From an optimization exercise on the open Yosys and OpenROAD flow, aimed at small area; shortcuts taken in it are not production practice. Function was checked by simulation only, so behaviour that the tests miss may differ from the original. Power figures rest on the tool's default switching activity, not on a simulated workload.

`design/flow/design.v`:
```
`default_nettype none
module dp_bit (
   input  logic clk,
   input  logic sa,
   input  logic sb,
   input  logic h,
   input  logic da,
   input  logic db,
   output logic q
);
   always_ff @(posedge clk)
      q <= (sa & da) | (sb & db) | (h & q);
endmodule
module dp_nor2 (
   input  logic a,
   input  logic b,
   output logic y
);
   assign y = !(a || b);
endmodule
module dp_rd3 (
   input  logic [2:0] s,
   input  logic [2:0] d,
   output logic       yn
);
   assign yn = !(|(s & d));
endmodule
module dp_rdor #(
   parameter int unsigned N = 67
) (
   input  logic [N-1:0] xn,
   output logic         y
);
   assign y = !(&xn);
endmodule
module dp_rdport #(
   parameter int unsigned DEPTH = 200
) (
   input  logic [DEPTH-1:0]   sel,
   input  logic [DEPTH*8-1:0] words,
   output logic [7:0]         y
);
   localparam int unsigned NG = (DEPTH + 2) / 3;
   for (genvar b = 0; b < 8; b++) begin : g_bit
      logic [NG-1:0] xn;
      for (genvar g = 0; g < NG; g++) begin : g_grp
         logic [2:0] s, d;
         for (genvar k = 0; k < 3; k++) begin : g_k
            if (3 * g + k < DEPTH) begin : g_in
               assign s[k] = sel[3*g+k];
               assign d[k] = words[(3*g+k)*8 + b];
            end else begin : g_pad
               assign s[k] = 1'b0;
               assign d[k] = 1'b0;
            end
         end
         dp_rd3 u_rd (.s(s), .d(d), .yn(xn[g]));
      end
      dp_rdor #(.N(NG)) u_or (.xn(xn), .y(y[b]));
   end
endmodule
module dpram_param #(
   parameter int unsigned       DATA_W   = 8,
   parameter int unsigned       ADDR_W   = 8,
   parameter int unsigned       DEPTH    = 200,
   parameter int unsigned       RDW_MODE = 1,
   parameter int unsigned       OUT_REG  = 1,
   parameter logic [DATA_W-1:0] INIT_VAL = 8'h5a
) (
   input  logic              clk,
   input  logic              rst_n,
   input  logic              clr,
   input  logic              ena,
   input  logic              enb,
   input  logic              wea,
   input  logic              web,
   input  logic [ADDR_W-1:0] addra,
   input  logic [ADDR_W-1:0] addrb,
   input  logic [DATA_W-1:0] dina,
   input  logic [DATA_W-1:0] dinb,
   output logic [DATA_W-1:0] douta,
   output logic [DATA_W-1:0] doutb,
   output logic              ready,
   output logic              collision,
   output logic              addr_err
);
   localparam int unsigned NH = (DEPTH + 15) / 16;
   logic       run_q;
   logic [7:0] cnt_q;
   logic [7:0] ra_q, rb_q, oa_q, ob_q;
   logic       coll_q, aerr_q;
   logic live, clearing, in_a, in_b, same, wr_a, wr_b, wr_b_eff;
   assign clearing = !run_q;
   assign live     = run_q && !clr;
   assign in_a     = (addra < 8'd200);
   assign in_b     = (addrb < 8'd200);
   assign same     = (addra == addrb);
   assign wr_a     = live && ena && wea && in_a;
   assign wr_b     = live && enb && web && in_b;
   assign wr_b_eff = wr_b && !(wr_a && same);
   logic [NH-1:0] ha_n, hb_n, hwa_n, hwb_n;
   logic [15:0]   la_n, lb_n, lwa_n;
   always_comb begin
      for (int h = 0; h < NH; h++) begin
         ha_n[h]  = !(addra[7:4] == 4'(h));
         hb_n[h]  = !(addrb[7:4] == 4'(h));
         hwa_n[h] = !(clearing || (wr_a && addra[7:4] == 4'(h)));
         hwb_n[h] = !(wr_b_eff && addrb[7:4] == 4'(h));
      end
      for (int l = 0; l < 16; l++) begin
         la_n[l]  = !(addra[3:0] == 4'(l));
         lb_n[l]  = !(addrb[3:0] == 4'(l));
         lwa_n[l] = !(clearing || addra[3:0] == 4'(l));
      end
   end
   logic [7:0] bus_a;
   assign bus_a = clearing ? INIT_VAL : dina;
   logic [DEPTH-1:0]   sra, srb;
   logic [DEPTH*8-1:0] words;
   for (genvar w = 0; w < DEPTH; w++) begin : g_word
      logic sa, sb, h;
      dp_nor2 u_sa  (.a(hwa_n[w/16]), .b(lwa_n[w%16]), .y(sa));
      dp_nor2 u_sb  (.a(hwb_n[w/16]), .b(lb_n[w%16]),  .y(sb));
      dp_nor2 u_h   (.a(sa),          .b(sb),          .y(h));
      dp_nor2 u_sra (.a(ha_n[w/16]),  .b(la_n[w%16]),  .y(sra[w]));
      dp_nor2 u_srb (.a(hb_n[w/16]),  .b(lb_n[w%16]),  .y(srb[w]));
      for (genvar b = 0; b < 8; b++) begin : g_bit
         dp_bit u_bit (
            .clk(clk), .sa(sa), .sb(sb), .h(h), .da(bus_a[b]), .db(dinb[b]),
            .q(words[w*8 + b])
         );
      end
   end
   logic [7:0] rda, rdb;
   dp_rdport #(.DEPTH(DEPTH)) u_rda (.sel(sra), .words(words), .y(rda));
   dp_rdport #(.DEPTH(DEPTH)) u_rdb (.sel(srb), .words(words), .y(rdb));
   logic [7:0] ra_d, rb_d;
   always_comb begin
      ra_d = ra_q;
      rb_d = rb_q;
      if (!live) begin
         ra_d = '0;
         rb_d = '0;
      end else begin
         if (ena) ra_d = !in_a ? '0 : wea ? dina : rda;
         if (enb) rb_d = !in_b ? '0 : web ? ((wr_a && same) ? dina : dinb) : rdb;
      end
   end
   always_ff @(posedge clk or negedge rst_n) begin
      if (!rst_n) begin
         run_q  <= 1'b0;
         cnt_q  <= '0;
         ra_q   <= '0;
         rb_q   <= '0;
         oa_q   <= '0;
         ob_q   <= '0;
         coll_q <= 1'b0;
         aerr_q <= 1'b0;
      end else begin
         if (clearing) begin
            cnt_q <= (cnt_q == 8'd199) ? 8'd0 : cnt_q + 8'd1;
            if (cnt_q == 8'd199) run_q <= 1'b1;
         end else if (clr) begin
            run_q <= 1'b0;
            cnt_q <= '0;
         end
         ra_q   <= ra_d;
         rb_q   <= rb_d;
         oa_q   <= live ? ra_q : '0;
         ob_q   <= live ? rb_q : '0;
         coll_q <= wr_a && wr_b && same;
         aerr_q <= live && ((ena && !in_a) || (enb && !in_b));
      end
   end
   assign douta     = oa_q;
   assign doutb     = ob_q;
   assign ready     = run_q;
   assign collision = coll_q;
   assign addr_err  = aerr_q;
endmodule
`default_nettype wire
`default_nettype none
module dpram_top (
   input  wire       clk,
   input  wire       rst_n,
   input  wire       clr,
   input  wire       ena,
   input  wire       enb,
   input  wire       wea,
   input  wire       web,
   input  wire [7:0] addra,
   input  wire [7:0] addrb,
   input  wire [7:0] dina,
   input  wire [7:0] dinb,
   output wire [7:0] douta,
   output wire [7:0] doutb,
   output wire       ready,
   output wire       collision,
   output wire       addr_err
);
   dpram_param #(
      .DATA_W(8), .ADDR_W(8), .DEPTH(200), .RDW_MODE(1), .OUT_REG(1), .INIT_VAL(8'h5a)
   ) u_ram (
      .clk(clk), .rst_n(rst_n), .clr(clr), .ena(ena), .enb(enb), .wea(wea), .web(web),
      .addra(addra), .addrb(addrb), .dina(dina), .dinb(dinb),
      .douta(douta), .doutb(doutb), .ready(ready), .collision(collision),
      .addr_err(addr_err)
   );
endmodule
`default_nettype wire
```
`design/flow/run.sh`:
```
#!/bin/bash
# synth_recipe.tcl (not shown) runs the flow's synth.tcl, then flattens the netlist and writes it again
# the make line also repeats each setting of config.mk as NAME=value (left out here)
make -C /OpenROAD-flow-scripts/flow DESIGN_CONFIG=/design/flow/config.mk WORK_HOME=/design/flow/orfs CLKGATE_MAP_FILE= SYNTH_SCRIPT=/design/flow/synth_recipe.tcl finish
```
`design/flow/config.mk`:
```
export PLATFORM = sky130hd
export DESIGN_NAME = dpram_top
export DESIGN_NICKNAME = dpram_top
export VERILOG_FILES = /design/flow/design.v
export SDC_FILE = /design/flow/constraint.sdc
export NUM_CORES = 4
export LEC_CHECK = 0
export CAP_MARGIN = 20
export CORE_MARGIN = 2
export CORE_UTILIZATION = 40
export SLEW_MARGIN = 20
export SYNTH_HIERARCHICAL = 1
```
`design/flow/constraint.sdc`:
```
create_clock -name core_clock -period 5.0 [get_ports {clk}]
set_input_delay 1.0000 -clock core_clock [delete_from_list [all_inputs] [get_ports {clk}]]
set_output_delay 1.0000 -clock core_clock [all_outputs]
set_load 0.01 [all_outputs]
```
==> metrics.md, run 1 <==
| Metric | Value |
|---|---|
| Status | finished with violations |
| Violated checks | negative setup slack |
| Number of global-route vias before repair | 78,540 |
| TritonCTS Sinks | 1,643 |
| Fin crit share | 105% |
| Height of the die | 434 um |
| Most frequent cells in the layout | a222oi_1, inv_1, dfxtp_1, nor2_1, buf_4 |
| Fill count | 17,109 |
| GRT Overall Usage | 42.8% |
| Synth Instances | 7,627 |
| Setup crit start | addra[1] |
| Clock latency on the worst-skew pair | 0.86 ns |
| Die area | 0.189 sq mm |
| Vias | 88,669 |
| # placed instances | 10,890 |
| Largest net degree at the start of global routing | 84 |
| Period minus WS final | 5.24 ns |
| Pwr/cell area | 426 mW/mm^2 |
| Post-route DRC | 0 |
| Starting Density | 40.4% |
| Max VDD drop | 0.000324 V |
| Core Rows | 157 |
| Unique cell type count in the Yosys netlist | 50 |
| Post-Layout Cell Count | 11,252 |
| Total iterations of the first detailed-routing run | 23 |
| Final setup viols | 3 |
| Pre-CTS setup slack | -0.770 ns |
| Crit path kind | input pin to flop |
| Area Overhead vs Synth | 23.1% |
| Core Util, Final | 49.7% |
| Gpl congestion | 1.13 |
| Worst rel slew slack | 16.6% |
| Synth Area per Inst | 9.71 sq um |
| Area of the multi-input gates | 0.0352 sq mm |
| Crit path arrival time | 5.94 ns |
| Crit-path max FO | 8 |
| Die width | 434 um |
| Worst EP required | 5.71 ns |
| Global-route wire length before repair | 589 mm |
| Fin. max-slew vios | 0 |
| Number of CTS-inserted buffers | 182 |
| Maximum clock rate | 191 MHz |
| Clk_skew | 0.0339 ns |
| Root Buffer | clkbuf_16 |
| Vias/cell | 7.88 |
| Worst Setup Start Kind | input pin |
| Most common cell after layout, fill and taps aside | a222oi_1 |
| Residual overflow from global routing | 0 |
| Total Routed Length | 427 mm |
| Hold Path Class | input pin to async pin |
| Cell Area, Placed | 0.0847 sq mm |
| Leak Pwr | 0.0388 uW |
| Initial drt markers | 33,321 |
| Post-route design area | 0.0912 sq mm |
| Mapped cell area | 0.0740 sq mm |
| Setup crit end kind | flop |
| Post-DP HPWL | 288 mm |
| Final ANT Viol Nets | 0 |
| Clock slew at reported path FFs | 0.06 ns |
| I/O pin total | 58 |
| H-tree depth | 4 |
| Core ar. | 0.183 sq mm |
| CTS tree | done |
| Port buffer count | 57 |
| Post-synthesis sequential area ratio | 44.7% |
| Ys Warns | 8 |
| Worst r2r src | u_ram.run_q |
| Final Total Pwr | 38,900 uW |
| Least-Margin Pin Slew | 1.25 ns |
| Clock Path Buffers | 3 |
| Nets@finish | 8,650 |
| Wire per inst | 37.9 um |
| FF+latch area | 0.0331 sq mm |
| Unrepaired setup endpoints after global routing | no |
| Initial antenna violation count | 34 |
| Hold violation count in the final report | 0 |
| Slack of the critical path | -0.235 ns |
| Max cap viols | 0 |
| #FFs+latches synth | 1,643 |
| Layout cells sized above 1 | 13.1% |
-- logic make-up (layout without fill, tap and decap cells) --
kind of cell | Yosys count | after routing | synth area share, %
AO/OA/AOI/OAI | 2746 | 2746 | 36.8
XOR/XNOR | 10 | 10 | 0.118
adder cells (fa/ha/maj) | 1 | 1 | 0.0169
buffers and inverters | 1651 | 2758 | 8.43
flip-flops | 1643 | 1643 | 44.7
multiplexers | 11 | 11 | 0.150
other | 2 | 56 | 0.0101
AND/OR/NAND/NOR | 1563 | 1563 | 9.78
-- cell type report --
cell class                 instances  share of cell area [%]
tap                             2464                    3.38
clock inverter                    71                    1.05
antenna                           24                  0.0659
inverter                        1612                    6.64
multi-input combinational       4363                    38.6
timing repair buffer             808                    7.98
clock buffer                     267                    5.97
sequential                      1643                    36.3
-- cells in the mapped netlist (all sizes together) --
master	number	area share (%)
a22oi	1	0.010
and2	18	0.16
nor4	40	0.34
nand4b	1	0.032
xnor2	10	0.12
ha	1	0.017
a222oi	2672	36
nand4	289	2.6
a31oi	18	0.16
mux2i	10	0.14
or4	16	0.16
nand4bb	8	0.12
inv	1612	8.2
o22ai	8	0.068
o311a	1	0.029
nand3	39	0.27
and4	3	0.035
a22o	2	0.024
nor2b	17	0.14
nand3b	17	0.17
conb	2	0.010
mux2	1	0.015
nand2	52	0.26
nor3	42	0.28
buf	19	0.15
or3	2	0.017
a21oi	23	0.16
clkbuf	20	0.10
and3	1	0.0085
nor2	1012	5.1
o21a	8	0.081
nor4b	1	0.012
dfrtp	43	1.5
dfxtp	1600	43
o21ai	11	0.074
o311ai	2	0.047
nand2b	5	0.042
-- power by group --
group | leakage (uW) | internal (uW) | switching [uW] | total [uW]
Combinational | 0.0219 | 2580 | 4260 | 6840
Sequential | 0.0138 | 15200 | 2320 | 17500
Clock | 0.00314 | 8570 | 5940 | 14500
Total | 0.0388 | 26400 | 12500 | 38900
-- state kept, by name (all words and copies together) (netlist names) --
signal / flops
u_ram.g_word.g_bit.u_bit.q: 1600
u_ram.cnt_q: 8
u_ram.oa_q: 8
u_ram.ob_q: 8
u_ram.ra_q: 8
u_ram.rb_q: 8
u_ram.aerr_q: 1
u_ram.coll_q: 1
u_ram.run_q: 1
-- worst max-delay path: stages --
cell	delay, ns
clkdlybuf4s50_1	0.57
nor2_1	0.26
nand3_1	0.74
nor2_1	0.38
a222oi_1	0.52
nand4_1	0.41
or4_1	0.72
nor3_1	0.81
nand4_1	0.17
mux2i_1	0.23
o22ai_1	0.11
-- modules after synthesis, one instance, submodules excluded, a selection --
module	cells	times used	area (sq um)
dp_rd3	1	1072	10.0
dp_bit	3	1600	33.8
dp_nor2	1	1000	3.75
-- per-stage QoR --
stage          TNS [ns]  hold WS [ns]
6_report         -0.320         0.227
5_1_grt               0         0.263
4_1_cts               0         0.223
3_5_place_dp      -7.68         0.461
3_3_place_gp      -7.73         0.460
2_1_floorplan         0         0.426
-- layer usage --
layer | vias up | share of wire, % | track usage (%)
met5 | - | 0.054 | 0
met3 | 1742 | 16 | 13.9
met1 | 43036 | 35 | 55.0
met4 | 32 | 8.3 | 29.3
li1 | 35303 | - | -
met2 | 8556 | 40 | 60.4
-- path summary, 6_finish.rpt --
path	cells after the start	slack, ns	end
max in group asynchronous	2	4.32	u_ram.rb_q[3]
setup reg to reg	9	0.97	u_ram.g_word[154].g_bit[6].u_bit.q
hold / removal	2	0.23	u_ram.cnt_q[7]
setup / recovery	11	-0.24	u_ram.ra_q[7]
hold reg to reg	2	0.48	u_ram.oa_q[7]
min in group core_clock	2	0.48	u_ram.oa_q[7]
-- repair_timing --
| action | CTS | global route |
|---|---|---|
| hold buffers | 0 | 0 |
| buffers inserted | 0 | 0 |
| endpoints found under the setup margin | 0 | 4 |
| gates resized for setup | 0 | 4 |
==> run 2, diff against run 1 <==
--- a/design/flow/design.v
+++ b/design/flow/design.v
@@ -9,7 +9,7 @@
    output logic q
 );
    always_ff @(posedge clk)
-      q <= (sa & da) | (sb & db) | (h & q);
+      q <= !((sa && da) || (sb && db) || (h && q));
 endmodule
 module dp_nor2 (
    input  logic a,
@@ -25,20 +25,48 @@
 );
    assign yn = !(|(s & d));
 endmodule
-module dp_rdor #(
-   parameter int unsigned N = 67
-) (
-   input  logic [N-1:0] xn,
-   output logic         y
-);
-   assign y = !(&xn);
+module dp_nand4 (
+   input  logic [3:0] a,
+   output logic       y
+);
+   assign y = !(&a);
+endmodule
+module dp_nand3 (
+   input  logic [2:0] a,
+   output logic       y
+);
+   assign y = !(&a);
+endmodule
+module dp_nor3 (
+   input  logic [2:0] a,
+   output logic       y
+);
+   assign y = !(|a);
+endmodule
+module dp_rdor (
+   input  logic [66:0] xn,
+   output logic        yn
+);
+   logic [16:0] l1;
+   logic [7:0]  l2n;
+   logic [1:0]  l3;
+   for (genvar i = 0; i < 16; i++) begin : g_l1
+      dp_nand4 u_g (.a(xn[4*i +: 4]), .y(l1[i]));
+   end
+   dp_nand3 u_l1_16 (.a(xn[66:64]), .y(l1[16]));
+   for (genvar i = 0; i < 8; i++) begin : g_l2
+      dp_nor2 u_g (.a(l1[2*i]), .b(l1[2*i+1]), .y(l2n[i]));
+   end
+   dp_nand4 u_l3_0 (.a(l2n[3:0]), .y(l3[0]));
+   dp_nand4 u_l3_1 (.a(l2n[7:4]), .y(l3[1]));
+   dp_nor3  u_l4   (.a({l1[16], l3}), .y(yn));
 endmodule
 module dp_rdport #(
    parameter int unsigned DEPTH = 200
 ) (
    input  logic [DEPTH-1:0]   sel,
    input  logic [DEPTH*8-1:0] words,
-   output logic [7:0]         y
+   output logic [7:0]         yn
 );
    localparam int unsigned NG = (DEPTH + 2) / 3;
    for (genvar b = 0; b < 8; b++) begin : g_bit
@@ -56,7 +84,7 @@
          end
          dp_rd3 u_rd (.s(s), .d(d), .yn(xn[g]));
       end
-      dp_rdor #(.N(NG)) u_or (.xn(xn), .y(y[b]));
+      dp_rdor u_or (.xn(xn), .yn(yn[b]));
    end
 endmodule
 module dpram_param #(
@@ -113,8 +141,14 @@
          lwa_n[l] = !(clearing || addra[3:0] == 4'(l));
       end
    end
-   logic [7:0] bus_a;
-   assign bus_a = clearing ? INIT_VAL : dina;
+   logic phase_q;
+   always_ff @(posedge clk or negedge rst_n) begin
+      if (!rst_n) phase_q <= 1'b0;
+      else        phase_q <= !phase_q;
+   end
+   logic [7:0] bus_a, bus_b;
+   assign bus_a = (clearing ? INIT_VAL : dina) ^ {8{phase_q}};
+   assign bus_b = dinb ^ {8{phase_q}};
    logic [DEPTH-1:0]   sra, srb;
    logic [DEPTH*8-1:0] words;
    for (genvar w = 0; w < DEPTH; w++) begin : g_word
@@ -126,32 +160,49 @@
       dp_nor2 u_srb (.a(hb_n[w/16]),  .b(lb_n[w%16]),  .y(srb[w]));
       for (genvar b = 0; b < 8; b++) begin : g_bit
          dp_bit u_bit (
-            .clk(clk), .sa(sa), .sb(sb), .h(h), .da(bus_a[b]), .db(dinb[b]),
+            .clk(clk), .sa(sa), .sb(sb), .h(h), .da(bus_a[b]), .db(bus_b[b]),
             .q(words[w*8 + b])
          );
       end
    end
-   logic [7:0] rda, rdb;
-   dp_rdport #(.DEPTH(DEPTH)) u_rda (.sel(sra), .words(words), .y(rda));
-   dp_rdport #(.DEPTH(DEPTH)) u_rdb (.sel(srb), .words(words), .y(rdb));
+   logic [7:0] rda, rdb, rda_n, rdb_n;
+   dp_rdport #(.DEPTH(DEPTH)) u_rda (.sel(sra), .words(words), .yn(rda_n));
+   dp_rdport #(.DEPTH(DEPTH)) u_rdb (.sel(srb), .words(words), .yn(rdb_n));
+   assign rda = ~rda_n;
+   assign rdb = ~rdb_n;
    logic [7:0] ra_d, rb_d;
+   logic       pa_q, pb_q, pa_d, pb_d;
    always_comb begin
       ra_d = ra_q;
       rb_d = rb_q;
+      pa_d = pa_q;
+      pb_d = pb_q;
       if (!live) begin
          ra_d = '0;
          rb_d = '0;
+         pa_d = 1'b0;
+         pb_d = 1'b0;
       end else begin
-         if (ena) ra_d = !in_a ? '0 : wea ? dina : rda;
-         if (enb) rb_d = !in_b ? '0 : web ? ((wr_a && same) ? dina : dinb) : rdb;
-      end
+         if (ena) begin
+            ra_d = !in_a ? '0 : wea ? dina : rda;
+            pa_d = in_a && !wea && phase_q;
+         end
+         if (enb) begin
+            rb_d = !in_b ? '0 : web ? ((wr_a && same) ? dina : dinb) : rdb;
+            pb_d = in_b && !web && phase_q;
+         end
+      end
+   end
+   always_ff @(posedge clk) begin
+      ra_q <= ra_d;
+      rb_q <= rb_d;
+      pa_q <= pa_d;
+      pb_q <= pb_d;
    end
    always_ff @(posedge clk or negedge rst_n) begin
       if (!rst_n) begin
          run_q  <= 1'b0;
          cnt_q  <= '0;
-         ra_q   <= '0;
-         rb_q   <= '0;
          oa_q   <= '0;
          ob_q   <= '0;
          coll_q <= 1'b0;
@@ -164,10 +215,8 @@
             run_q <= 1'b0;
             cnt_q <= '0;
          end
-         ra_q   <= ra_d;
-         rb_q   <= rb_d;
-         oa_q   <= live ? ra_q : '0;
-         ob_q   <= live ? rb_q : '0;
+         oa_q   <= live ? ra_q ^ {8{pa_q}} : '0;
+         ob_q   <= live ? rb_q ^ {8{pb_q}} : '0;
          coll_q <= wr_a && wr_b && same;
          aerr_q <= live && ((ena && !in_a) || (enb && !in_b));
       end
--- a/design/flow/config.mk
+++ b/design/flow/config.mk
@@ -5,8 +5,13 @@
 export SDC_FILE = /design/flow/constraint.sdc
 export NUM_CORES = 4
 export LEC_CHECK = 0
-export CAP_MARGIN = 20
+export CAP_MARGIN = 10
 export CORE_MARGIN = 2
 export CORE_UTILIZATION = 40
-export SLEW_MARGIN = 20
+export CTS_CLUSTER_DIAMETER = 100
+export CTS_CLUSTER_SIZE = 20
+export GPL_TIMING_DRIVEN = 0
+export PLACE_DENSITY = 0.45
+export SETUP_SLACK_MARGIN = 0.5
+export SLEW_MARGIN = 10
 export SYNTH_HIERARCHICAL = 1
==> metrics.md, run 2 <==
| Metric | Value |
|---|---|
| Total iterations of the first detailed-routing run | 14 |
| Top cell type's share of synthesized area | 47.3% |
| Nets@finish | 6,714 |
| Mux cell area share after synthesis | 0.117% |
| Number of CTS-inserted buffers | 92 |
| Initial antenna violation count | 29 |
| Max VDD drop | 0.000290 V |
| Leak Pwr | 0.0277 uW |
| Biggest register | u_ram.g_word.g_bit.u_bit.q |
| Status | complete, no violations |
| Pre-CTS setup slack | -1.79 ns |
| Unrepaired setup endpoints after global routing | yes |
| Worst r2r dst | u_ram.g_word[62].g_bit[1].u_bit.q |
| Post-Layout Cell Count | 8,937 |
| Worst EP required | 5.65 ns |
| Clock Path Buffers | 3 |
| Worst rel slew slack | 14.0% |
| Period minus WS final | 4.72 ns |
| H-tree depth | 3 |
| Met1 Use GR | 55.7% |
| Met3 Usage GRT | 12.1% |
| Core Rows | 151 |
| Most used DFF post-synth | dfxtp_1 |
| Setup_tns | 0 ns |
| Die width | 418 um |
| Most common cell after layout, fill and taps aside | a222oi_1 |
| Top cells by area, synth | dfxtp_1, a222oi_1, nor2_1 |
| Worst Setup Start Kind | input pin |
| Most frequent cells in the layout | a222oi_1, dfxtp_1, nor2_1, nand4_1, buf_16 |
| #FFs+latches synth | 1,646 |
| Post-route DRC | 0 |
| Core Util, Final | 49.3% |
| Gpl congestion | 1.01 |
| Core ar. | 0.170 sq mm |
| Hold Path Class | input pin to async pin |
| Cell with the most instances after synthesis | a222oi_1 |
| Number of global-route vias before repair | 70,195 |
| Top Usage Layer GRT | met2 |
| Least-Margin Pin Slew | 1.29 ns |
| Port buffer count | 50 |
| # placed instances | 8,738 |
| Die area | 0.174 sq mm |
| Slack of the critical path | 0.281 ns |
| Setup crit end kind | flop |
| Asr flop ratio synth | 1.70% |
| Wire per inst | 45.5 um |
| M2 GR Usage | 64.0% |
| Clock latency on the worst-skew pair | 0.80 ns |
| Synth Instances | 6,169 |
| Vias | 80,335 |
| Max cap viols | 0 |
| Area share of fa/ha/maj cells after synthesis | 0.0183% |
| Post-synthesis sequential area ratio | 48.4% |
| Vias/cell | 8.99 |
| Residual overflow from global routing | 0 |
| I/O pin total | 58 |
| Setup crit start | addrb[7] |
| Depth of the most critical reg-to-reg path | 8 |
| CTS tree | done |
| Fin. max-slew vios | 0 |
| Post-DP HPWL | 286 mm |
| Area Overhead vs Synth | 22.2% |
| Total Routed Length | 406 mm |
| Pwr/cell area | 381 mW/mm^2 |
| Final ANT Viol Nets | 0 |
| Maximum clock rate | 212 MHz |
| Fin crit share | 94.4% |
| Crit path arrival time | 5.37 ns |
| Xor-xnor portion of the synthesized cell area | 0.525% |
| Height of the die | 418 um |
| Crit path kind | input pin to flop |
| Clk_skew | 0.0372 ns |
| Hold violation count in the final report | 0 |
| Max reg flops | 1,600 |
| R2R setup slack | 0.62 ns |
| Final setup viols | 0 |
| Global-route wire length before repair | 556 mm |
| TritonCTS Sinks | 1,646 |
| Clock slew at reported path FFs | 0.10 ns |
| Worst r2r src | u_ram.run_q |
| Crit-path max FO | 16 |
| Simple-gate share of the synthesized area | 10.7% |
| Most common library cells after synthesis | a222oi_1, dfxtp_1, nor2_1 |
| Mapped cell area | 0.0684 sq mm |
| Layout cells sized above 1 | 11.6% |
| Starting Density | 40.3% |
| Root Buffer | clkbuf_16 |
| Largest net degree at the start of global routing | 29 |
| Synth Area per Inst | 11.1 sq um |
| Initial drt markers | 29,684 |
| Ys Warns | 8 |
| Synth Area in Compound Gates | 40.0% |
| Number of enable flip-flop cells after synthesis | 0 |
| Largest area contributor in the synthesized netlist | dfxtp_1 |
| GRT Overall Usage | 43.9% |
| Largest family of logic cells by synthesized area | compound AO/OA/AOI/OAI gates |
| Unique cell type count in the Yosys netlist | 45 |
| CTS Hold Bufs | 0 |
| Hold slack final | 0.268 ns |
==> run 2: through the flow <==
step | power [uW] | instance area (sq um)
6_report | 31900 | 83600
5_1_grt | 32700 | 83500
4_1_cts | 31500 | 82700
3_5_place_dp | 23400 | 79100
3_3_place_gp | 22800 | 72000
2_1_floorplan | 20200 | 68800
==> run 2: power by group <==
part / switching, uW / internal (uW)
logic: 3670 / 2410
registers: 2250 / 15300
clock network: 4720 / 3500
total: 10600 / 21200
==> run 2: area by class of cell <==
class / instances / area (sq um)
antenna: 29 / 72.6
buffer: 40 / 230
clock buffer: 103 / 2430
clock inverter: 7 / 86.3
fill: 15323 / 86100
inverter: 13 / 48.8
multi-input combinational: 4500 / 37200
sequential: 1646 / 33100
tap: 2218 / 2780
timing repair buffer: 381 / 7640
==> run 2: worst max-delay path, cell delays in order <==
cell	delay (ns)
dlygate4sd2_1	0.58
nor2_2	0.38
nand2_4	0.40
nor2_1	0.22
a222oi_1	0.67
nand4_1	0.32
nor2_1	0.40
nand4_1	0.48
nor3_2	0.34
inv_1	0.08
o31a_1	0.27
o21ai_0	0.11
a211oi_1	0.08
==> run 2: worst max-delay path by stage <==
stage,to,slack (ns),cells past startpoint
after CTS,u_ram.ra_q[1],0.26,15
after detailed placement,u_ram.ra_q[1],-1.79,15
after global routing,u_ram.g_word[88].g_bit[6].u_bit.q,0.43,9
final,u_ram.rb_q[2],0.28,13
after floorplan,u_ram.g_word[0].g_bit[0].u_bit.q,-0.46,3
after global placement,u_ram.g_word[167].g_bit[2].u_bit.q,-9.02,3
==> run 2: kinds of logic (layout without fill, tap and decap cells) <==
family | after synthesis | after routing
compound gates | 2770 | 2770
xor+xnor | 41 | 41
fa+ha+maj | 1 | 1
buf+inv | 53 | 544
flops | 1646 | 1646
mux | 8 | 8
other cells | 2 | 61
simple gates | 1648 | 1648
==> run 2: per-module statistics from Yosys (local to each module, per instance), a selection <==
| module | cells | copies in the design |
|---|---|---|
| dp_bit | 2 | 1600 |
| dp_nor3 | 1 | 16 |
| dp_rd3 | 1 | 1072 |
| dp_nand4 | 1 | 288 |
| dp_nand3 | 1 | 16 |
| dp_nor2 | 1 | 1128 |
==> run 2: timing repair <==
item / CTS / global route
endpoints found under the hold margin: 0 / 0
endpoints found under the setup margin: 1554 / 1380
pin swaps: 45 / 37
buffers inserted: 32 / 28
resized for setup: 214 / 147
==> run 2: routing by layer <==
layer | up-vias | share of wire, %
met5 | - | 0.015
met4 | 10 | 8.4
met2 | 7171 | 42
met3 | 1416 | 13
li1 | 31460 | -
met1 | 40278 | 36
==> run 3, diff against run 2 <==
==> design/flow/flow/run.sh (new file) <==
#!/bin/bash
set -euo pipefail
here=$(pwd)
bash standard.sh MATCH_CELL_FOOTPRINT=0 \
  "BUFFER_PORTS_ARGS=-buffer_cell sky130_fd_sc_hd__buf_2" \
  "PRE_RESIZE_TCL=$here/flow/pre_resize.tcl" \
  "CTS_ARGS=-sink_clustering_enable -repair_clock_nets -sink_clustering_size 25 -sink_clustering_max_diameter 120 -dont_use_dummy_load" \
  finish > flow_make.log 2>&1
==> design/flow/flow/pre_resize.tcl (new file) <==
# Restrict the buffers repair_design may insert to at most buf_6: the long
# predecode and write-bus nets then get chains of moderate buffers instead of
# very large ones. This only affects the resize step's repair_design.
set_dont_use {sky130_fd_sc_hd__buf_16 sky130_fd_sc_hd__buf_12 sky130_fd_sc_hd__buf_8 sky130_fd_sc_hd__bufbuf_16 sky130_fd_sc_hd__bufbuf_8 sky130_fd_sc_hd__bufinv_16 sky130_fd_sc_hd__bufinv_8 sky130_fd_sc_hd__clkbuf_16 sky130_fd_sc_hd__clkbuf_8}
==> design/flow/standard.sh (new file) <==
#!/bin/bash
# synth_recipe.tcl (not shown) runs the flow's synth.tcl, then flattens the netlist and writes it again
# the make line also repeats each setting of config.mk as NAME=value (left out here)
make -C /OpenROAD-flow-scripts/flow DESIGN_CONFIG=/design/flow/config.mk WORK_HOME=/design/flow/orfs CLKGATE_MAP_FILE= SYNTH_SCRIPT=/design/flow/synth_recipe.tcl "${@:-finish}"
--- a/design/flow/config.mk
+++ b/design/flow/config.mk
@@ -8,10 +8,8 @@
 export CAP_MARGIN = 10
 export CORE_MARGIN = 2
 export CORE_UTILIZATION = 40
-export CTS_CLUSTER_DIAMETER = 100
-export CTS_CLUSTER_SIZE = 20
 export GPL_TIMING_DRIVEN = 0
 export PLACE_DENSITY = 0.45
-export SETUP_SLACK_MARGIN = 0.5
+export SETUP_SLACK_MARGIN = 0.8
 export SLEW_MARGIN = 10
 export SYNTH_HIERARCHICAL = 1
removed: design/flow/run.sh
==> metrics.md, run 3 <==
| Metric | Value |
|---|---|
| Ys Warns | 8 |
| Largest area contributor in the synthesized netlist | dfxtp_1 |
| GRT Overall Usage | 43.8% |
| Most common cell after layout, fill and taps aside | a222oi_1 |
| Mapped cell area | 0.0684 sq mm |
| Sequential power share | 57.6% |
| Fin. max-slew vios | 0 |
| Clock latency on the worst-skew pair | 0.78 ns |
| Number of global-route vias before repair | 70,042 |
| #FFs+latches synth | 1,646 |
| Setup crit end kind | flop |
| Number of CTS-inserted buffers | 76 |
| Core Rows | 151 |
| Maximum clock rate | 226 MHz |
| Fill count | 15,806 |
| Crit path kind | input pin to flop |
| Worst rel slew slack | 16.4% |
| Total Routed Length | 408 mm |
| Root Buffer | clkbuf_16 |
| Most used DFF post-synth | dfxtp_1 |
| Asr flop ratio synth | 1.70% |
| Status | complete, no violations |
| Max VDD drop | 0.000284 V |
| Area Overhead vs Synth | 16.0% |
| Number of enable flip-flop cells after synthesis | 0 |
| Most common library cells after synthesis | a222oi_1, dfxtp_1, nor2_1 |
| Initial antenna violation count | 46 |
| Post-route design area | 0.0793 sq mm |
| Max cap viols | 0 |
| Top cells by area, synth | dfxtp_1, a222oi_1, nor2_1 |
| Gpl congestion | 0.999 |
| Die area | 0.174 sq mm |
| Pwr/cell area | 384 mW/mm^2 |
| Leak Pwr | 0.0261 uW |
| Wire per inst | 45.8 um |
| Most frequent cells in the layout | a222oi_1, dfxtp_1, nor2_1, nand4_1, buf_6 |
| Clock Power Share | 23.7% |
| Post-route DRC | 0 |
| Crit-path max cell delay | 0.55 ns |
| Hold violation count in the final report | 0 |
| Starting Density | 40.3% |
| Nets@finish | 6,695 |
| Switching Share | 33.8% |
| Synth Instances | 6,169 |
| Cell with the most instances after synthesis | a222oi_1 |
| Worst Setup Start Kind | input pin |
| Residual overflow from global routing | 0 |
| Max reg flops | 1,600 |
| Vias | 80,183 |
| Vias/cell | 9.01 |
| H-tree depth | 3 |
| Cell Area, Placed | 0.0754 sq mm |
| Period minus WS final | 4.42 ns |
| Fin crit share | 88.5% |
| R2R setup slack | 0.74 ns |
| Core ar. | 0.170 sq mm |
| Final ANT Viol Nets | 0 |
| Clock Path Buffers | 3 |
| Cell chain of the critical path | clkbuf_4 > buf_8 > nor2b_1 > buf_4 > nand3_4 > buf_4 > buf_8 > nor2_2 > a222oi_1 > nand4_1 > nor2_2 > nand4_1 > nor3_2 > o21ai_0 > mux2i_1 > nor2_1 |
| Largest net degree at the start of global routing | 29 |
| Unrepaired setup endpoints after global routing | yes |
| Crit-path slowest cell | a222oi_1 |
| Total iterations of the first detailed-routing run | 16 |
| Post-DP HPWL | 283 mm |
| Biggest register | u_ram.g_word.g_bit.u_bit.q |
| WP depth | 16 |
| Layout cells sized above 1 | 12.4% |
| Height of the die | 418 um |
| Hold slack final | 0.244 ns |
| P_sw | 10,300 uW |
| Initial drt markers | 28,602 |
| Port buffer count | 50 |
| Depth of the most critical reg-to-reg path | 8 |
| Crit path arrival time | 5.07 ns |
| FF+latch area | 0.0331 sq mm |
| TritonCTS Sinks | 1,646 |
| Unique cell type count in the Yosys netlist | 45 |
| Final setup viols | 0 |
| I/O pin total | 58 |
| Critical path buffers and inverters | 5 |
| CTS Hold Bufs | 0 |
| Least-Margin Pin Slew | 1.25 ns |
| Power Internal | 20,100 uW |
| Global-route wire length before repair | 555 mm |
| Clk_skew | 0.0628 ns |
| Worst EP required | 5.65 ns |
| Crit-path leading delay family | simple AND/OR/NAND/NOR gates |
| Top cell type's share of synthesized area | 47.3% |
| CTS tree | done |
| Die width | 418 um |
| Setup_tns | 0 ns |
| Clock slew at reported path FFs | 0.10 ns |
| Post-synthesis sequential area ratio | 48.4% |
| Combinational share of power | 18.7% |
| Synth Area per Inst | 11.1 sq um |
| Area of the multi-input gates | 0.0372 sq mm |
| Crit-path max FO | 10 |
| Hold Path Class | input pin to async pin |
==> run 3: per-layer routing <==
| metal | vias to the layer above | routed length [um] | global-route usage, % |
|---|---|---|---|
| met4 | 20 | 35300 | 31.3 |
| met3 | 1393 | 57600 | 13.0 |
| met5 | - | 148 | 0 |
| met2 | 7313 | 168000 | 62.8 |
| li1 | 31379 | - | - |
| met1 | 40078 | 147000 | 55.9 |
==> run 3: cell families (layout without fill, tap and decap cells) <==
kind of cell,after synthesis,in the layout,share of synthesized area [%]
xor gates and xnor gates,41,41,0.525
muxes,8,8,0.117
buffers and inverters,53,507,0.318
DFF,1646,1646,48.4
adders and majority gates,1,1,0.0183
other,2,64,0.0110
AOI/OAI and AO/OA,2770,2770,40.0
and+or+nand+nor,1648,1648,10.7
==> run 3: worst paths after layout <==
check / startpoint / to
worst max-delay path: addra[1] / u_ram.ra_q[5]
worst min-delay path: rst_n / u_ram.ob_q[0]
worst max register to register: u_ram.run_q / u_ram.g_word[136].g_bit[7].u_bit.q
worst min register to register: u_ram.g_word[64].g_bit[3].u_bit.q / u_ram.g_word[64].g_bit[3].u_bit.q
max in group asynchronous: rst_n / u_ram.ob_q[6]
min in group core_clock: u_ram.g_word[64].g_bit[3].u_bit.q / u_ram.g_word[64].g_bit[3].u_bit.q
==> run 3: what timing repair did <==
action | in CTS | in global routing
setup buffers | 37 | 28
pin swaps | 60 | 73
gates resized for setup | 210 | 234
endpoints found under the setup margin | 1177 | 1506
==> run 3: cell type report <==
type	instances	share of cell area (%)
Multi-Input combinational cell	4500	46.9
Sequential cell	1646	41.7
Timing Repair Buffer	378	5.06
Tap cell	2218	3.50
Clock buffer	76	2.40
Buffer	40	0.306
Antenna cell	32	0.101
Inverter	13	0.0615
==> run 3: through the flow <==
step	utilization, %	cells	power (uW)	worst slack [ns]
3_3_place_gp	42.4	8467	22700	-4.39
5_1_grt	46.7	8886	31300	0.670
4_1_cts	46.1	8843	30000	0.523
6_report	46.8	8903	30400	0.577
2_1_floorplan	-	6199	20200	0.851
3_5_place_dp	44.4	8730	23000	-1.36
==> run 3: per-module statistics from Yosys, one instance, submodules excluded, a selection <==
module	flip-flops and latches	cell area (sq um)
dp_bit	1	30.0
dp_nor3	0	10.0
dp_rd3	0	10.0
dp_nand4	0	6.26
dp_nand3	0	5.00
dp_nor2	0	3.75
==> run 3: power by group through the flow <==
stage                     Sequential, uW  Combinational [uW]  Clock, uW
after floorplan                    16800                3390          0
after global placement             17700                5030          0
after detailed placement           17600                5350          0
after CTS                          17400                5400       7240
after global routing               17700                5930       7670
final                              17500                5700       7210
==> run 4, diff against run 3 <==
--- a/design/flow/design.v
+++ b/design/flow/design.v
@@ -17,6 +17,15 @@
    output logic y
 );
    assign y = !(a || b);
+endmodule
+module dp_oa22 (
+   input  logic a1,
+   input  logic a2,
+   input  logic b1,
+   input  logic b2,
+   output logic y
+);
+   assign y = (a1 || a2) && (b1 || b2);
 endmodule
 module dp_rd3 (
    input  logic [2:0] s,
@@ -127,18 +136,17 @@
    assign wr_b     = live && enb && web && in_b;
    assign wr_b_eff = wr_b && !(wr_a && same);
    logic [NH-1:0] ha_n, hb_n, hwa_n, hwb_n;
-   logic [15:0]   la_n, lb_n, lwa_n;
+   logic [15:0]   la_n, lb_n;
    always_comb begin
       for (int h = 0; h < NH; h++) begin
-         ha_n[h]  = !(addra[7:4] == 4'(h));
+         ha_n[h]  = !(clearing || addra[7:4] == 4'(h));
          hb_n[h]  = !(addrb[7:4] == 4'(h));
          hwa_n[h] = !(clearing || (wr_a && addra[7:4] == 4'(h)));
          hwb_n[h] = !(wr_b_eff && addrb[7:4] == 4'(h));
       end
       for (int l = 0; l < 16; l++) begin
-         la_n[l]  = !(addra[3:0] == 4'(l));
-         lb_n[l]  = !(addrb[3:0] == 4'(l));
-         lwa_n[l] = !(clearing || addra[3:0] == 4'(l));
+         la_n[l] = !(clearing || addra[3:0] == 4'(l));
+         lb_n[l] = !(addrb[3:0] == 4'(l));
       end
    end
    logic phase_q;
@@ -147,20 +155,20 @@
       else        phase_q <= !phase_q;
    end
    logic [7:0] bus_a, bus_b;
-   assign bus_a = (clearing ? INIT_VAL : dina) ^ {8{phase_q}};
-   assign bus_b = dinb ^ {8{phase_q}};
+   assign bus_a = clearing ? INIT_VAL ^ {8{phase_q}} :
+                  wr_a     ? dina ^ {8{phase_q}} : '0;
+   assign bus_b = wr_b_eff ? dinb ^ {8{phase_q}} : '0;
    logic [DEPTH-1:0]   sra, srb;
    logic [DEPTH*8-1:0] words;
    for (genvar w = 0; w < DEPTH; w++) begin : g_word
-      logic sa, sb, h;
-      dp_nor2 u_sa  (.a(hwa_n[w/16]), .b(lwa_n[w%16]), .y(sa));
-      dp_nor2 u_sb  (.a(hwb_n[w/16]), .b(lb_n[w%16]),  .y(sb));
-      dp_nor2 u_h   (.a(sa),          .b(sb),          .y(h));
-      dp_nor2 u_sra (.a(ha_n[w/16]),  .b(la_n[w%16]),  .y(sra[w]));
-      dp_nor2 u_srb (.a(hb_n[w/16]),  .b(lb_n[w%16]),  .y(srb[w]));
+      logic h;
+      dp_nor2 u_sra (.a(ha_n[w/16]), .b(la_n[w%16]), .y(sra[w]));
+      dp_nor2 u_srb (.a(hb_n[w/16]), .b(lb_n[w%16]), .y(srb[w]));
+      dp_oa22 u_h   (.a1(hwa_n[w/16]), .a2(la_n[w%16]), .b1(hwb_n[w/16]), .b2(lb_n[w%16]),
+                     .y(h));
       for (genvar b = 0; b < 8; b++) begin : g_bit
          dp_bit u_bit (
-            .clk(clk), .sa(sa), .sb(sb), .h(h), .da(bus_a[b]), .db(bus_b[b]),
+            .clk(clk), .sa(sra[w]), .sb(srb[w]), .h(h), .da(bus_a[b]), .db(bus_b[b]),
             .q(words[w*8 + b])
          );
       end
==> design/flow/flow/run.sh (replaced) <==
#!/bin/bash
set -euo pipefail
here=$(pwd)
bash standard.sh MATCH_CELL_FOOTPRINT=0 \
  "BUFFER_PORTS_ARGS=-buffer_cell sky130_fd_sc_hd__buf_2" \
  "PRE_RESIZE_TCL=$here/flow/pre_resize.tcl" \
  "CTS_ARGS=-sink_clustering_enable -repair_clock_nets -sink_clustering_size 22 -sink_clustering_max_diameter 120 -dont_use_dummy_load" \
  finish > flow_make.log 2>&1
==> metrics.md, run 4 <==
| Metric | Value |
|---|---|
| Status | complete, no violations |
| Core Rows | 151 |
| Number of CTS-inserted buffers | 84 |
| Leak Pwr | 0.0239 uW |
| CTS tree | done |
| Core ar. | 0.169 sq mm |
| Initial drt markers | 25,165 |
| Root Buffer | clkbuf_16 |
| Synth Area per Inst | 11.8 sq um |
| Clock latency on the worst-skew pair | 0.77 ns |
| Worst r2r src | u_ram.run_q |
| Layout cells sized above 1 | 14.4% |
| Pwr/cell area | 423 mW/mm^2 |
| Core Util, Final | 45.9% |
| Post-DP HPWL | 230 mm |
| Depth of the most critical reg-to-reg path | 14 |
| Hold violation count in the final report | 0 |
| Crit path arrival time | 5.06 ns |
| Ys Warns | 8 |
| Crit-path leading delay family | simple AND/OR/NAND/NOR gates |
| Setup crit end kind | flop |
| Worst r2r dst | u_ram.ra_q[1] |
| Most common cell after layout, fill and taps aside | a222oi_1 |
| Most common library cells after synthesis | a222oi_1, dfxtp_1, nor2_1 |
| Maximum clock rate | 226 MHz |
| Power Internal | 21,400 uW |
| Synth Instances | 5,739 |
| Height of the die | 416 um |
| Cell with the most instances after synthesis | a222oi_1 |
| Total iterations of the first detailed-routing run | 17 |
| Residual overflow from global routing | 0 |
| Most used DFF post-synth | dfxtp_1 |
| Vias/cell | 9.04 |
| Crit-path max cell delay | 0.88 ns |
| Number of enable flip-flop cells after synthesis | 0 |
| TritonCTS Sinks | 1,646 |
| Global-route wire length before repair | 508 mm |
| Clock Power Share | 23.2% |
| H-tree depth | 3 |
| CTS Hold Bufs | 0 |
| Final Total Pwr | 32,800 uW |
| Clock slew at reported path FFs | 0.10 ns |
| Combinational share of power | 24.3% |
| Gpl congestion | 0.915 |
| Cell chain of the critical path | buf_2 > nor2b_4 > nand3_4 > buf_8 > nor2_4 > a222oi_1 > nand4_1 > nor2_4 > nand4_1 > nor3_2 > nand2_1 > a32oi_1 > a221oi_2 |
| Fin. max-slew vios | 0 |
| Crit path kind | input pin to flop |
| Unrepaired setup endpoints after global routing | yes |
| Post-route DRC | 0 |
| Number of global-route vias before repair | 66,308 |
| Area Overhead vs Synth | 14.4% |
| Period minus WS final | 4.42 ns |
| Critical path buffers and inverters | 2 |
| Top cell type's share of synthesized area | 47.8% |
| Mapped cell area | 0.0678 sq mm |
| Largest net degree at the start of global routing | 60 |
| Crit-path slowest cell | a222oi_1 |
| Initial antenna violation count | 29 |
| Worst Setup Start Kind | input pin |
| Worst EP required | 5.63 ns |
| I/O pin total | 58 |
| Starting Density | 40.2% |
| Sequential power share | 52.5% |
| Port buffer count | 46 |
| GRT Overall Usage | 39.4% |
| Crit-path max FO | 18 |
| Asr flop ratio synth | 1.70% |
| Vias | 75,545 |
| Final ANT Viol Nets | 0 |
| Fin crit share | 88.5% |
| #FFs+latches synth | 1,646 |
| Hold Path Class | input pin to async pin |
| Total Routed Length | 367 mm |
| Worst rel slew slack | 6.37% |
| Max cap viols | 0 |
| Most frequent cells in the layout | a222oi_1, dfxtp_1, nor2_2, nand4_1, o22a_1 |
| Switching Share | 34.8% |
| Unique cell type count in the Yosys netlist | 46 |
| P_sw | 11,400 uW |
| Clock Path Buffers | 3 |
| Die width | 416 um |
| Largest area contributor in the synthesized netlist | dfxtp_1 |
| Least-Margin Pin Slew | 1.40 ns |
| Nets@finish | 6,154 |
| Die area | 0.173 sq mm |
| R2R setup slack | 0.68 ns |
| Fill count | 15,848 |
| Top cells by area, synth | dfxtp_1, a222oi_1, nor2_1 |
| Biggest register | u_ram.g_word.g_bit.u_bit.q |
| Max VDD drop | 0.000247 V |
| Final setup viols | 0 |
| Clk_skew | 0.0430 ns |
| Max reg flops | 1,600 |
| Wire per inst | 43.9 um |
| Post-synthesis sequential area ratio | 48.8% |
-- run 4: cell count changes after synthesis, sizes merged, moves of 10 or more --
| cell | previous run | this run |
|---|---|---|
| nand4 | 293 | 303 |
| o21ai | 23 | 13 |
| o22a | 0 | 200 |
| nor2b | 25 | 13 |
| nand2b | 3 | 19 |
| nand3 | 51 | 28 |
| nor2 | 1168 | 578 |
| xnor2 | 31 | 17 |
-- run 4: cell families after synthesis --
group                      count (synthesis)  synth area share [%]
AOI/OAI and AO/OA                       2964                  43.0
DFF                                     1646                  48.8
and+or+nand+nor                         1033                  7.27
buffers and inverters                     48                 0.293
xor gates and xnor gates                  34                 0.439
muxes                                     11                 0.164
other                                      2                0.0111
adders and majority gates                  1                0.0184
-- run 4: stage by stage --
step	TNS, ns	hold slack [ns]	cells	worst slack (ns)	area [sq um]
floorplan	0	0.466	5769	0.259	68000
global placement	-5210.11	0.472	8033	-5.88	71000
detailed placement	-99.55	0.483	8170	-0.908	73000
CTS	0	0.377	8308	0.703	76600
global route	0	0.413	8346	0.721	77600
finish	0	0.411	8354	0.577	77600
-- run 4: per-layer routing --
metal / part of all wire (%) / wire length, um / up-vias / GRT usage (%)
met3: 12 / 45200 / 946 / 8.85
met4: 7.5 / 27400 / 12 / 24.6
met2: 43 / 158000 / 6060 / 58.9
met1: 37 / 136000 / 38374 / 51.3
li1: - / - / 30153 / -
met5: 0.026 / 97 / - / 0.528
-- run 4: worst max path at each step --
stage           startpoint                           endpoint  slack [ns]  cells after the start
6_report          addrb[2]                      u_ram.rb_q[7]        0.58                     13
4_1_cts        u_ram.run_q  u_ram.g_word[92].g_bit[1].u_bit.q        0.70                      9
3_5_place_dp      addra[0]                      u_ram.ra_q[4]       -0.91                     14
3_3_place_gp      addra[1]                      u_ram.ra_q[4]       -5.88                     11
2_1_floorplan     addra[5]   u_ram.g_word[0].g_bit[4].u_bit.q        0.26                      7
5_1_grt           addra[1]                      u_ram.ra_q[4]        0.72                     14
-- run 4: final cells by class --
cell class / instances / area, sq um / area share [%]
multi-input combinational: 4082 / 36800 / 47.4
sequential: 1646 / 33100 / 42.7
tap: 2218 / 2780 / 3.58
timing repair buffer: 252 / 2510 / 3.23
clock buffer: 84 / 2100 / 2.71
buffer: 41 / 226 / 0.292
antenna: 24 / 60.1 / 0.0774
inverter: 7 / 26.3 / 0.0339
-- run 4: per-module statistics from Yosys, one instance, submodules excluded, excerpt --
module	copies in the design	area, sq um	cells	flip-flops and latches
dp_nor3	16	10.0	1	0
dp_oa22	200	8.76	1	0
dp_nor2	528	3.75	1	0
dp_bit	1600	30.0	2	1
dp_nand4	288	6.26	1	0
dp_rd3	1072	10.0	1	0
dp_nand3	16	5.00	1	0
-- run 4: repair_timing --
item,4_1_cts,5_1_grt
buffers inserted,49,18
setup endpoints to repair,1444,1322
pin swaps,40,64
gates resized for setup,384,207
gates cloned,5,2
-- run 4: power groups by stage --
stage,logic [uW],registers (uW),clock network (uW)
floorplan,4880,16900,0
global placement,7260,17300,0
detailed placement,7420,17400,0
CTS,7580,17100,7700
global route,8260,17500,8110
finish,7970,17200,7610
==> run 5, diff against run 4 <==
==> design/flow/flow/pre_resize.tcl (replaced) <==
# Restrict the buffers repair_design may insert to small ones: the long
# predecode and write-bus nets then get chains of small buffers instead of
# very large ones. This only affects the resize step's repair_design.
set_dont_use {sky130_fd_sc_hd__buf_16 sky130_fd_sc_hd__buf_12 sky130_fd_sc_hd__buf_8 sky130_fd_sc_hd__buf_6 sky130_fd_sc_hd__bufbuf_16 sky130_fd_sc_hd__bufbuf_8 sky130_fd_sc_hd__bufinv_16 sky130_fd_sc_hd__bufinv_8 sky130_fd_sc_hd__clkbuf_16 sky130_fd_sc_hd__clkbuf_8}
--- a/design/flow/config.mk
+++ b/design/flow/config.mk
@@ -10,6 +10,6 @@
 export CORE_UTILIZATION = 40
 export GPL_TIMING_DRIVEN = 0
 export PLACE_DENSITY = 0.45
-export SETUP_SLACK_MARGIN = 0.8
+export SETUP_SLACK_MARGIN = 0.7
 export SLEW_MARGIN = 10
 export SYNTH_HIERARCHICAL = 1
==> metrics.md, run 5 <==
| Metric | Value |
|---|---|
| Status | finished with violations |
| Violated checks | max-capacitance violations |
| Setup_tns | 0 ns |
| Clk_skew | 0.0292 ns |
| Starting Density | 40.2% |
| Area Overhead vs Synth | 12.9% |
| Most common library cells after synthesis | a222oi_1, dfxtp_1, nor2_1 |
| Hold violation count in the final report | 0 |
| Total iterations of the first detailed-routing run | 17 |
| Met3 Usage GRT | 8.84% |
| Xor-xnor portion of the synthesized cell area | 0.439% |
| Max cap viols | 1 |
| Most frequent cells in the layout | a222oi_1, dfxtp_1, nand4_1, nor2_2, nor2_1 |
| Hold Path Class | input pin to async pin |
| Combinational share of power | 24.0% |
| Die width | 416 um |
| Clock slew at reported path FFs | 0.09 ns |
| Residual overflow from global routing | 0 |
| Initial antenna violation count | 29 |
| Pre-CTS setup slack | -1.29 ns |
| Largest family of logic cells by synthesized area | compound AO/OA/AOI/OAI gates |
| Sequential power share | 52.7% |
| Asr flop ratio synth | 1.70% |
| Met1 Use GR | 50.3% |
| Leak Pwr | 0.0237 uW |
| Fin crit share | 90.5% |
| I/O pin total | 58 |
| H-tree depth | 3 |
| Synth Area in Compound Gates | 43.0% |
| Switching Share | 34.6% |
| Post-route DRC | 0 |
| Max reg flops | 1,600 |
| Global-route wire length before repair | 497 mm |
| Ys Warns | 8 |
| Worst rel slew slack | 2.44% |
| Mapped cell area | 0.0678 sq mm |
| Unrepaired setup endpoints after global routing | yes |
| Max VDD drop | 0.000289 V |
| TritonCTS Sinks | 1,646 |
| Number of global-route vias before repair | 65,290 |
| Area share of fa/ha/maj cells after synthesis | 0.0184% |
| Root Buffer | clkbuf_16 |
| # placed instances | 8,170 |
| Crit path kind | input pin to flop |
| Unique cell type count in the Yosys netlist | 46 |
| Nets@finish | 6,138 |
| Biggest register | u_ram.g_word.g_bit.u_bit.q |
| Port buffer count | 46 |
| Mux cell area share after synthesis | 0.164% |
| Synth Instances | 5,739 |
| Crit path arrival time | 5.15 ns |
| Post-Layout Cell Count | 8,337 |
| Core Rows | 151 |
| Simple-gate share of the synthesized area | 7.27% |
| Crit-path max FO | 16 |
| Largest area contributor in the synthesized netlist | dfxtp_1 |
| Total Routed Length | 359 mm |
| CTS Hold Bufs | 0 |
| Vias | 74,217 |
| CTS tree | done |
| Pwr/cell area | 426 mW/mm^2 |
| Clock Power Share | 23.3% |
| Slack of the critical path | 0.477 ns |
| Number of CTS-inserted buffers | 84 |
| Least-Margin Pin Slew | 1.46 ns |
| Wire per inst | 43.0 um |
| Fin. max-slew vios | 0 |
| Worst Setup Start Kind | input pin |
| Number of enable flip-flop cells after synthesis | 0 |
| #FFs+latches synth | 1,646 |
| GRT Overall Usage | 38.6% |
| Maximum clock rate | 221 MHz |
| Synth Area per Inst | 11.8 sq um |
| Top cells by area, synth | dfxtp_1, a222oi_1, nor2_1 |
| Setup crit end kind | flop |
| Core Util, Final | 45.3% |
| Final ANT Viol Nets | 0 |
| P_sw | 11,300 uW |
| Vias/cell | 8.90 |
| Most common cell after layout, fill and taps aside | a222oi_1 |
| Cell with the most instances after synthesis | a222oi_1 |
| Worst EP required | 5.62 ns |
| Initial drt markers | 24,973 |
| Post-DP HPWL | 229 mm |
| Period minus WS final | 4.52 ns |
| Post-synthesis sequential area ratio | 48.8% |
| Clock latency on the worst-skew pair | 0.77 ns |
| Layout cells sized above 1 | 12.6% |
| Largest net degree at the start of global routing | 64 |
| M2 GR Usage | 58.0% |
| Final setup viols | 0 |
| Power Internal | 21,300 uW |
| Height of the die | 416 um |
| Top Usage Layer GRT | met2 |
| Most used DFF post-synth | dfxtp_1 |
| Gpl congestion | 0.935 |
| Core ar. | 0.169 sq mm |
| Die area | 0.173 sq mm |
| Top cell type's share of synthesized area | 47.8% |
| Clock Path Buffers | 3 |
[run 5: cell counts after synthesis]
Identical to the previous run, type by type.
[run 5: per-stage QoR]
step           area (sq um)  total power (uW)  hold slack (ns)
2_1_floorplan         68000             21800            0.466
6_report              76600             32600            0.341
5_1_grt               76500             33700            0.344
4_1_cts               75900             32300            0.321
3_3_place_gp          71000             24600            0.473
3_5_place_dp          72500             24700            0.482
[run 5: critical path, stage by stage]
cell	delay, ns
buf_2	0.14
nor2b_1	0.14
clkbuf_1	0.31
nand2_4	0.44
nor2_1	0.33
a222oi_1	0.61
nand4_1	0.38
nor2_1	0.57
nand4_1	0.43
nor3_4	0.41
nand2_1	0.10
a32oi_1	0.23
a221oi_2	0.05
[run 5: final timing paths]
kind                       cells after the start                                  to  slack, ns                                from
min                                            1                       u_ram.oa_q[4]       0.34                               rst_n
min reg2reg                                    1  u_ram.g_word[100].g_bit[7].u_bit.q       0.49  u_ram.g_word[100].g_bit[7].u_bit.q
max                                           13                       u_ram.rb_q[6]       0.48                            addrb[7]
max in group asynchronous                      1                         u_ram.run_q       4.03                               rst_n
max reg2reg                                   13                       u_ram.ra_q[0]       0.60                         u_ram.run_q
min in group core_clock                        1  u_ram.g_word[100].g_bit[7].u_bit.q       0.49  u_ram.g_word[100].g_bit[7].u_bit.q
[run 5: Yosys stat by module, one instance, submodules excluded, excerpt]
module,cells inside,flip-flops and latches,times used
dp_nand4,1,0,288
dp_oa22,1,0,200
dp_bit,2,1,1600
dp_nor3,1,0,16
dp_nor2,1,0,528
dp_nand3,1,0,16
dp_rd3,1,0,1072
[run 5: logic make-up after synthesis]
| group | Yosys count |
|---|---|
| mux | 11 |
| buf+inv | 48 |
| flops | 1646 |
| xor+xnor | 34 |
| other cells | 2 |
| simple gates | 1033 |
| compound gates | 2964 |
| fa+ha+maj | 1 |
[run 5: metal layers]
metal  vias up  wire, um
li1      30118         -
met1     37792    135000
met2      5492    156000
met3       813     42400
met4         2     25300
met5         -        11
[run 5: cell type report]
type / instances / area (sq um)
clock buffer: 84 / 2100
sequential: 1646 / 33100
fill: 15958 / 92400
buffer: 41 / 216
antenna: 23 / 57.6
tap: 2218 / 2780
timing repair buffer: 239 / 2000
inverter: 7 / 26.3
multi-input combinational: 4079 / 36300
[run 5: repair_timing]
item,4_1_cts,5_1_grt
resized for setup,305,162
cloned,3,1
hold endpoints to repair,0,0
setup endpoints to repair,845,1042
pin swaps,54,46
setup buffers,44,9
[run 5: power groups by stage]
stage                     combinational [uW]  sequential (uW)  clock, uW
final                                   7820            17200       7610
after global placement                  7240            17300          0
after CTS                               7480            17100       7730
after detailed placement                7340            17300          0
after floorplan                         4890            16900          0
after global routing                    8130            17400       8140

-- static timing again, ports no longer ideal --
In the flow no input, the clock included, has a driving cell. The finished layouts below were timed again as built, in two steps. Step 1: set_driving_cell puts a clkbuf_16 on clk and a buf_2 on each other input, an assumption about the parent block. Step 2 also shifts input and output timing later by t, the mid clock arrival at the registers, as if the neighbouring blocks saw the same clock. Slacks: no drivers / after step 1 / after step 2; pairs: no drivers / after step 1.
| run | t (ns) | slack for setup (ns) | hold slack, ns | worst data-port slew with drivers (ns) | cell pins on the clock port's net |
|---|---|---|---|---|---|
| run 1 | 0.933 | -0.235 / -0.352 / -1.286 | 0.227 / 0.161 / 0.477 | 0.25 | 1 |
| run 2 | 0.871 | 0.281 / 0.348 / -0.522 | 0.268 / 0.203 / 0.494 | 0.16 | 1 |
| run 3 | 0.832 | 0.577 / 0.461 / -0.371 | 0.244 / 0.180 / 0.503 | 0.24 | 1 |
| run 4 | 0.841 | 0.577 / 0.620 / -0.221 | 0.411 / 0.342 / 0.496 | 0.21 | 1 |
| run 5 | 0.823 | 0.477 / 0.471 / -0.352 | 0.341 / 0.283 / 0.494 | 0.23 | 1 |
The setup slack of run 1, which loses most, moves by -0.117 ns with the drivers and by -1.051 ns with both steps.
